This design comes from an exercise in tuning for small area and a short achievable clock period on the open sky130 flow, not from production work.
Function was checked by simulation only, so behaviour that the tests miss may differ from the original.
Power is estimated from default activity; no workload was simulated.

==> inputs of run a <==
==> flow/design.v (excerpt) <==
module priority_scan_encoder #(
    parameter int WIDTH     = 256,
    parameter int IDXW      = $clog2(WIDTH),
    parameter bit MSB_FIRST = 1'b1
) (
    input  logic              clk,
    input  logic              rst_n,
    input  logic              in_valid,
    output logic              in_ready,
    input  logic [WIDTH-1:0]  in_vec,
    input  logic              abort,
    output logic              out_valid,
    input  logic              out_ready,
    output logic [IDXW-1:0]   out_index,
    output logic              out_last,
    output logic [IDXW:0]     out_remaining,
    output logic              zero_pulse
);
clock: 10.0 ns
lec_check: 0
cap_margin: 20
core_margin: 2
core_utilization: 55
setup_slack_margin: 4.7
slew_margin: 20
tns_end_percent: 100
standard.sh (not shown) runs the stock make flow with config.mk's settings and CLKGATE_MAP_FILE= SYNTH_SCRIPT=/design/flow/synth_recipe.tcl, a recipe that flattens the netlist after the stock synthesis.
==> flow/flow/run.sh <==
#!/bin/bash
# The standard layout (standard.sh) with two changes:
#  * synthesis: yosys's synth runs with -noabc, so the early quick abc pass
#    does not restructure the popcount tree before full adders are extracted
#    (fewer inverters around the adder cells); everything else in the
#    synthesis script is unchanged, the final abc mapping included.
#  * port buffers are buf_2 cells (BUFFER_PORTS_ARGS) instead of the delay
#    cells the resizer picks by default.
set -euo pipefail
export SYNTH_ARGS=-noabc
export BUFFER_PORTS_ARGS="-inputs -outputs -buffer_cell sky130_fd_sc_hd__buf_2"
bash standard.sh > standard_flow.log 2>&1
==> run b (differences from run a) <==
--- a/flow/config.mk
+++ b/flow/config.mk
@@ -8,5 +8,5 @@
 export CAP_MARGIN = 20
 export CORE_MARGIN = 2
-export CORE_UTILIZATION = 55
+export CORE_UTILIZATION = 35
 export SETUP_SLACK_MARGIN = 4.7
 export SLEW_MARGIN = 20
==> Implementation_results.wiki <==
{| class="wikitable"
! Metric !! Value
|-
| Hold slack final || 0.7919 ns
|-
| Result of the run || no timing/DRC/antenna violations
|-
| Total power || around 0.0067 W
|-
| Capturing element type of the critical path || flip-flop
|-
| Reported combinational group power || ~0.0037 W
|-
| Die height || about 210 um
|-
| Post-cts gate resize count || between 70 and 80
|-
| Power attributed to sequential cells || about 0.0017 W
|}
# the run above: run a

==> Implementation_results.wiki <==
{| class="wikitable"
! Metric !! Value
|-
| Power attributed to sequential cells || approximately 0.0017 W
|-
| Result of the run || no timing/DRC/antenna violations
|-
| Capturing element type of the critical path || primary output
|-
| Total power || approximately 0.0070 W
|-
| Post-cts gate resize count || between 150 and 200
|-
| Die height || about 260 um
|-
| Hold slack final || about 0.75 ns
|-
| Reported combinational group power || between 0.003 and 0.004 W
|}
# the run above: run b


* * *

==> v26: inputs <==
Starting RTL as in the previous note.
clock: 10.0 ns
lec_check: 0
cap_margin: 20
core_margin: 2
core_utilization: 55
cts_buf_list: sky130_fd_sc_hd__clkbuf_4 sky130_fd_sc_hd__clkbuf_8
setup_slack_margin: 5.0
slew_margin: 20
tns_end_percent: 100
Scripts as last shown in full above: flow/flow/run.sh
==> v19: changes against v26 <==
==> flow/config.mk (replaced) <==
export PLATFORM = sky130hd
export DESIGN_NAME = priority_scan_encoder
export DESIGN_NICKNAME = priority_scan_encoder
export VERILOG_FILES = /design/flow/design.v
export SDC_FILE = /design/flow/constraint.sdc
export NUM_CORES = 4
export LEC_CHECK = 0
export CAP_MARGIN = 20
export CORE_MARGIN = 2
export CORE_UTILIZATION = 70
export SETUP_SLACK_MARGIN = 4.7
export SLEW_MARGIN = 20
export TNS_END_PERCENT = 100
==> v10: changes against v26 <==
--- a/flow/design.v
+++ b/flow/design.v
@@ -12,15 +12,15 @@
     output logic              out_valid,
     input  logic              out_ready,
     output logic [IDXW-1:0]   out_index,
     output logic              out_last,
     output logic [IDXW:0]     out_remaining,
     output logic              zero_pulse
 );
-    localparam int NCUT = 23;
+    localparam int NCUT = 20;
     logic             alive;       
     logic             busy;        
     logic             zp;          
     logic [WIDTH-1:0] pend;        
     logic [NCUT-1:0]  cq;          
     logic ps_1;
     logic ps_2;
@@ -490,14 +490,18 @@
     logic ps_466;
     logic ps_467;
     logic ps_468;
     logic ps_469;
     logic ps_470;
     logic ps_471;
     logic ps_472;
+    logic ps_473;
+    logic ps_474;
+    logic ps_475;
+    logic ps_476;
     assign ps_1 = in_vec[0] ^ in_vec[100] ^ in_vec[101];
     assign ps_2 = (in_vec[0] & in_vec[100]) | (in_vec[0] & in_vec[101]) | (in_vec[100] & in_vec[101]);
     assign ps_3 = in_vec[102] ^ in_vec[103] ^ in_vec[104];
     assign ps_4 = (in_vec[102] & in_vec[103]) | (in_vec[102] & in_vec[104]) | (in_vec[103] & in_vec[104]);
     assign ps_5 = in_vec[105] ^ in_vec[106] ^ in_vec[107];
     assign ps_6 = (in_vec[105] & in_vec[106]) | (in_vec[105] & in_vec[107]) | (in_vec[106] & in_vec[107]);
     assign ps_7 = in_vec[108] ^ in_vec[109] ^ in_vec[10];
@@ -962,38 +966,39 @@
     assign ps_466 = (ps_442 & ps_444) | (ps_442 & ps_446) | (ps_444 & ps_446);
     assign ps_467 = ps_448 ^ ps_450 ^ ps_452;
     assign ps_468 = (ps_448 & ps_450) | (ps_448 & ps_452) | (ps_450 & ps_452);
     assign ps_469 = ps_465 ^ ps_454 ^ ps_456;
     assign ps_470 = (ps_465 & ps_454) | (ps_465 & ps_456) | (ps_454 & ps_456);
     assign ps_471 = ps_458 ^ ps_460 ^ ps_467;
     assign ps_472 = (ps_458 & ps_460) | (ps_458 & ps_467) | (ps_460 & ps_467);
+    assign ps_473 = ps_462 ^ ps_464 ^ ps_469;
+    assign ps_474 = (ps_462 & ps_464) | (ps_462 & ps_469) | (ps_464 & ps_469);
+    assign ps_475 = ps_466 ^ ps_468 ^ ps_470;
+    assign ps_476 = (ps_466 & ps_468) | (ps_466 & ps_470) | (ps_468 & ps_470);
     logic [NCUT-1:0] cd;    
     assign cd[0] = ps_251;    
     assign cd[1] = ps_253;    
     assign cd[2] = ps_379;    
     assign cd[3] = ps_380;    
     assign cd[4] = ps_437;    
     assign cd[5] = ps_439;    
     assign cd[6] = ps_457;    
     assign cd[7] = ps_459;    
     assign cd[8] = ps_438;    
     assign cd[9] = ps_440;    
     assign cd[10] = ps_461;    
     assign cd[11] = ps_463;    
-    assign cd[12] = ps_462;    
-    assign cd[13] = ps_464;    
-    assign cd[14] = ps_469;    
-    assign cd[15] = ps_471;    
-    assign cd[16] = ps_466;    
-    assign cd[17] = ps_468;    
-    assign cd[18] = ps_470;    
-    assign cd[19] = ps_472;    
-    assign cd[20] = 1'b0;    
-    assign cd[21] = 1'b0;    
-    assign cd[22] = 1'b0;    
+    assign cd[12] = ps_471;    
+    assign cd[13] = ps_473;    
+    assign cd[14] = ps_472;    
+    assign cd[15] = ps_474;    
+    assign cd[16] = ps_475;    
+    assign cd[17] = ps_476;    
+    assign cd[18] = 1'b0;    
+    assign cd[19] = 1'b0;    
     logic qs_1;
     logic qs_2;
     logic qs_3;
     logic qs_4;
     logic qs_5;
     logic qs_6;
     logic qs_7;
@@ -1004,43 +1009,35 @@
     logic qs_12;
     logic qs_13;
     logic qs_14;
     logic qs_15;
     logic qs_16;
     logic qs_17;
     logic qs_18;
-    logic qs_19;
-    logic qs_20;
-    logic qs_21;
-    logic qs_22;
     assign qs_1 = cq[10] ^ cq[11] ^ cq[6];
     assign qs_2 = (cq[10] & cq[11]) | (cq[10] & cq[6]) | (cq[11] & cq[6]);
-    assign qs_3 = cq[12] ^ cq[13];
-    assign qs_4 = cq[12] & cq[13];
-    assign qs_5 = cq[16] ^ cq[17];
-    assign qs_6 = cq[16] & cq[17];
-    assign qs_7 = cq[7] ^ cq[8];
-    assign qs_8 = cq[7] & cq[8];
-    assign qs_9 = cq[14] ^ cq[15] ^ qs_3;
-    assign qs_10 = (cq[14] & cq[15]) | (cq[14] & qs_3) | (cq[15] & qs_3);
-    assign qs_11 = cq[18] ^ cq[19] ^ qs_4;
-    assign qs_12 = (cq[18] & cq[19]) | (cq[18] & qs_4) | (cq[19] & qs_4);
-    assign qs_13 = cq[3] ^ cq[4];
-    assign qs_14 = cq[3] & cq[4];
-    assign qs_15 = cq[9] ^ qs_7 ^ qs_1;
-    assign qs_16 = (cq[9] & qs_7) | (cq[9] & qs_1) | (qs_7 & qs_1);
-    assign qs_17 = qs_8 ^ qs_2 ^ qs_9;
-    assign qs_18 = (qs_8 & qs_2) | (qs_8 & qs_9) | (qs_2 & qs_9);
-    assign qs_19 = qs_5 ^ qs_11 ^ qs_10;
-    assign qs_20 = (qs_5 & qs_11) | (qs_5 & qs_10) | (qs_11 & qs_10);
-    assign qs_21 = cq[20] ^ qs_6 ^ qs_12;
-    assign qs_22 = (cq[20] & qs_6) | (cq[20] & qs_12) | (qs_6 & qs_12);
+    assign qs_3 = cq[7] ^ cq[8];
+    assign qs_4 = cq[7] & cq[8];
+    assign qs_5 = cq[12] ^ cq[13];
+    assign qs_6 = cq[12] & cq[13];
+    assign qs_7 = cq[14] ^ cq[15];
+    assign qs_8 = cq[14] & cq[15];
+    assign qs_9 = cq[3] ^ cq[4];
+    assign qs_10 = cq[3] & cq[4];
+    assign qs_11 = cq[9] ^ qs_3 ^ qs_1;
+    assign qs_12 = (cq[9] & qs_3) | (cq[9] & qs_1) | (qs_3 & qs_1);
+    assign qs_13 = qs_4 ^ qs_5 ^ qs_2;
+    assign qs_14 = (qs_4 & qs_5) | (qs_4 & qs_2) | (qs_5 & qs_2);
+    assign qs_15 = cq[16] ^ qs_6 ^ qs_7;
+    assign qs_16 = (cq[16] & qs_6) | (cq[16] & qs_7) | (qs_6 & qs_7);
+    assign qs_17 = cq[17] ^ qs_8;
+    assign qs_18 = cq[17] & qs_8;
     logic [IDXW:0] sum_a, sum_b, total, total_m1;
-    assign sum_a = {cq[22], qs_22, qs_20, qs_18, qs_16, qs_14, qs_13, cq[2], cq[0]};
-    assign sum_b = {1'b0, cq[21], qs_21, qs_19, qs_17, qs_15, cq[5], 1'b0, cq[1]};
+    assign sum_a = {cq[19], qs_18, qs_16, qs_14, qs_12, qs_10, qs_9, cq[2], cq[0]};
+    assign sum_b = {1'b0, cq[18], qs_17, qs_15, qs_13, qs_11, cq[5], 1'b0, cq[1]};
     logic [IDXW:0] g0, p0;
     assign g0 = sum_a & sum_b;
     assign p0 = sum_a ^ sum_b;
     logic [IDXW:0] gk [0:4];
     logic [IDXW:0] pk [0:4];
     always_comb begin
         gk[0] = g0;
@@ -1134,53 +1131,46 @@
                 busy <= nonzero;
             else if (busy && abort)
                 busy <= 1'b0;
             else if (deliver && last)
                 busy <= 1'b0;
         end
     end
-    wire keep = busy && !abort;
     logic [IDXW:0]   total_nxt;
     assign total_nxt = deliver ? total_m1 : total;
     logic [NCUT-1:0] cq_nxt;
-    assign cq_nxt[0] = accept ? cd[0] : (keep && total_nxt[0]);
-    assign cq_nxt[1] = accept && cd[1];
-    assign cq_nxt[2] = accept ? cd[2] : (keep && total_nxt[1]);
-    assign cq_nxt[3] = accept ? cd[3] : (keep && total_nxt[2]);
-    assign cq_nxt[4] = accept && cd[4];
-    assign cq_nxt[5] = accept && cd[5];
-    assign cq_nxt[6] = accept ? cd[6] : (keep && total_nxt[3]);
-    assign cq_nxt[7] = accept && cd[7];
-    assign cq_nxt[8] = accept && cd[8];
-    assign cq_nxt[9] = accept && cd[9];
-    assign cq_nxt[10] = accept && cd[10];
-    assign cq_nxt[11] = accept && cd[11];
-    assign cq_nxt[12] = accept ? cd[12] : (keep && total_nxt[4]);
-    assign cq_nxt[13] = accept && cd[13];
-    assign cq_nxt[14] = accept && cd[14];
-    assign cq_nxt[15] = accept && cd[15];
-    assign cq_nxt[16] = accept ? cd[16] : (keep && total_nxt[5]);
-    assign cq_nxt[17] = accept && cd[17];
-    assign cq_nxt[18] = accept && cd[18];
-    assign cq_nxt[19] = accept && cd[19];
-    assign cq_nxt[20] = accept ? cd[20] : (keep && total_nxt[6]);
-    assign cq_nxt[21] = accept ? cd[21] : (keep && total_nxt[7]);
-    assign cq_nxt[22] = accept ? cd[22] : (keep && total_nxt[8]);
-    always_ff @(posedge clk or negedge rst_n) begin
-        if (!rst_n) cq <= '0;
-        else        cq <= cq_nxt;
-    end
+    assign cq_nxt[0] = busy ? total_nxt[0] : cd[0];
+    assign cq_nxt[1] = !busy && cd[1];
+    assign cq_nxt[2] = busy ? total_nxt[1] : cd[2];
+    assign cq_nxt[3] = busy ? total_nxt[2] : cd[3];
+    assign cq_nxt[4] = !busy && cd[4];
+    assign cq_nxt[5] = !busy && cd[5];
+    assign cq_nxt[6] = busy ? total_nxt[3] : cd[6];
+    assign cq_nxt[7] = !busy && cd[7];
+    assign cq_nxt[8] = !busy && cd[8];
+    assign cq_nxt[9] = !busy && cd[9];
+    assign cq_nxt[10] = !busy && cd[10];
+    assign cq_nxt[11] = !busy && cd[11];
+    assign cq_nxt[12] = busy ? total_nxt[4] : cd[12];
+    assign cq_nxt[13] = !busy && cd[13];
+    assign cq_nxt[14] = busy ? total_nxt[5] : cd[14];
+    assign cq_nxt[15] = !busy && cd[15];
+    assign cq_nxt[16] = !busy && cd[16];
+    assign cq_nxt[17] = busy ? total_nxt[6] : cd[17];
+    assign cq_nxt[18] = busy ? total_nxt[7] : cd[18];
+    assign cq_nxt[19] = busy ? total_nxt[8] : cd[19];
+    always_ff @(posedge clk) cq <= cq_nxt;
     always_ff @(posedge clk) begin
         if (!busy) begin
             pend <= in_vec;
             idx_q <= pe256(in_vec);
         end else if (deliver) begin
             idx_q <= nxt;
         end
     end
     assign in_ready      = alive && !busy;
     assign out_valid     = busy;
     assign out_index     = idx_q;
-    assign out_last      = last;
-    assign out_remaining = total;
+    assign out_last      = busy && last;
+    assign out_remaining = busy ? total : '0;
     assign zero_pulse    = zp;
 endmodule
==> flow/config.mk (replaced) <==
export PLATFORM = sky130hd
export DESIGN_NAME = priority_scan_encoder
export DESIGN_NICKNAME = priority_scan_encoder
export VERILOG_FILES = /design/flow/design.v
export SDC_FILE = /design/flow/constraint.sdc
export NUM_CORES = 4
export LEC_CHECK = 0
export CAP_MARGIN = 20
export CORE_MARGIN = 2
export CORE_UTILIZATION = 35
export SETUP_SLACK_MARGIN = 4.7
export SLEW_MARGIN = 20
export TNS_END_PERCENT = 100
==> comparison table <==
metric                                                                  v26                      v19                      v10
CP startpoint                                                        cq[13]               in_vec[87]              in_vec[116]
Overall global routing resource usage                                 43.1%                    54.6%                    33.3%
Per-cell routed wire length                                         32.4 um                  34.8 um                  36.0 um
Required time at the endpoint of the critical path                  8.00 ns                 10.40 ns                 10.50 ns
Flip-flop and latch power                                           1.65 mW                  1.67 mW                  1.74 mW
CTS sink count                                                          289                      289                      286
Outcome                                             complete, no violations  complete, no violations  complete, no violations
Final hold slack                                                   0.804 ns                 0.822 ns                 0.737 ns
Met2 usage                                                            63.3%                    77.8%                    54.5%
Critical path's most frequent cell                                        -                     fa_2                     fa_2
Capturing instance or port of the critical path            out_remaining[8]                    cq[2]                   cq[13]
Standard cell core area                                           41000 um2                32500 um2                65600 um2
Worst Tran Pin Value                                                1.03 ns                  1.32 ns                  1.31 ns
Fmax                                                                180 MHz                  178 MHz                  177 MHz
Fraction of power spent switching nets                                41.5%                    42.1%                    43.6%
Total of flip-flops plus latches after synthesis                        289                      289                      286
Net switching component of the power                                2.85 mW                  2.97 mW                  4.03 mW
Die Y                                                                208 um                   185 um                   261 um
WL final                                                           93400 um                 94800 um                114000 um
Final instance count without filler cells                              2879                     2727                     3167
Tap Count                                                               532                      442                      864
Fraction of standard cell area that is sequential                     30.9%                    31.6%                    30.0%

## static timing again, ports no longer ideal
The results above use ideal ports. As a check the final layouts listed here were re-extracted and re-timed, cells and wires unchanged. Step 1 assumes that a clkbuf_16 drives the clock port and a buf_2 every other input. Step 2 also shifts input and output timing later by t, the mid clock arrival at the registers, as if the neighbouring blocks saw the same clock. Three values: no drivers, after step 1, after step 2; two values: the first two.
| run | t (ns) | setup slack, ns | worst register clock-pin slew, ns | worst data-port slew with drivers (ns) |
|---|---|---|---|---|
| run a | 0.623 | 4.503 / 4.527 / 3.910 | 0.07 / 0.07 | 0.07 |
| run b | 0.625 | 4.446 / 4.386 / 3.846 | 0.06 / 0.06 | 0.09 |
| v26 | 0.716 | 4.452 / 4.395 / 3.872 | 0.07 / 0.07 | 0.10 |
| v19 | 0.603 | 4.387 / 4.345 / 3.805 | 0.06 / 0.06 | 0.08 |
| v10 | 0.619 | 4.349 / 4.368 / 3.749 | 0.07 / 0.07 | 0.07 |
After both steps setup and hold are still met in every run listed.
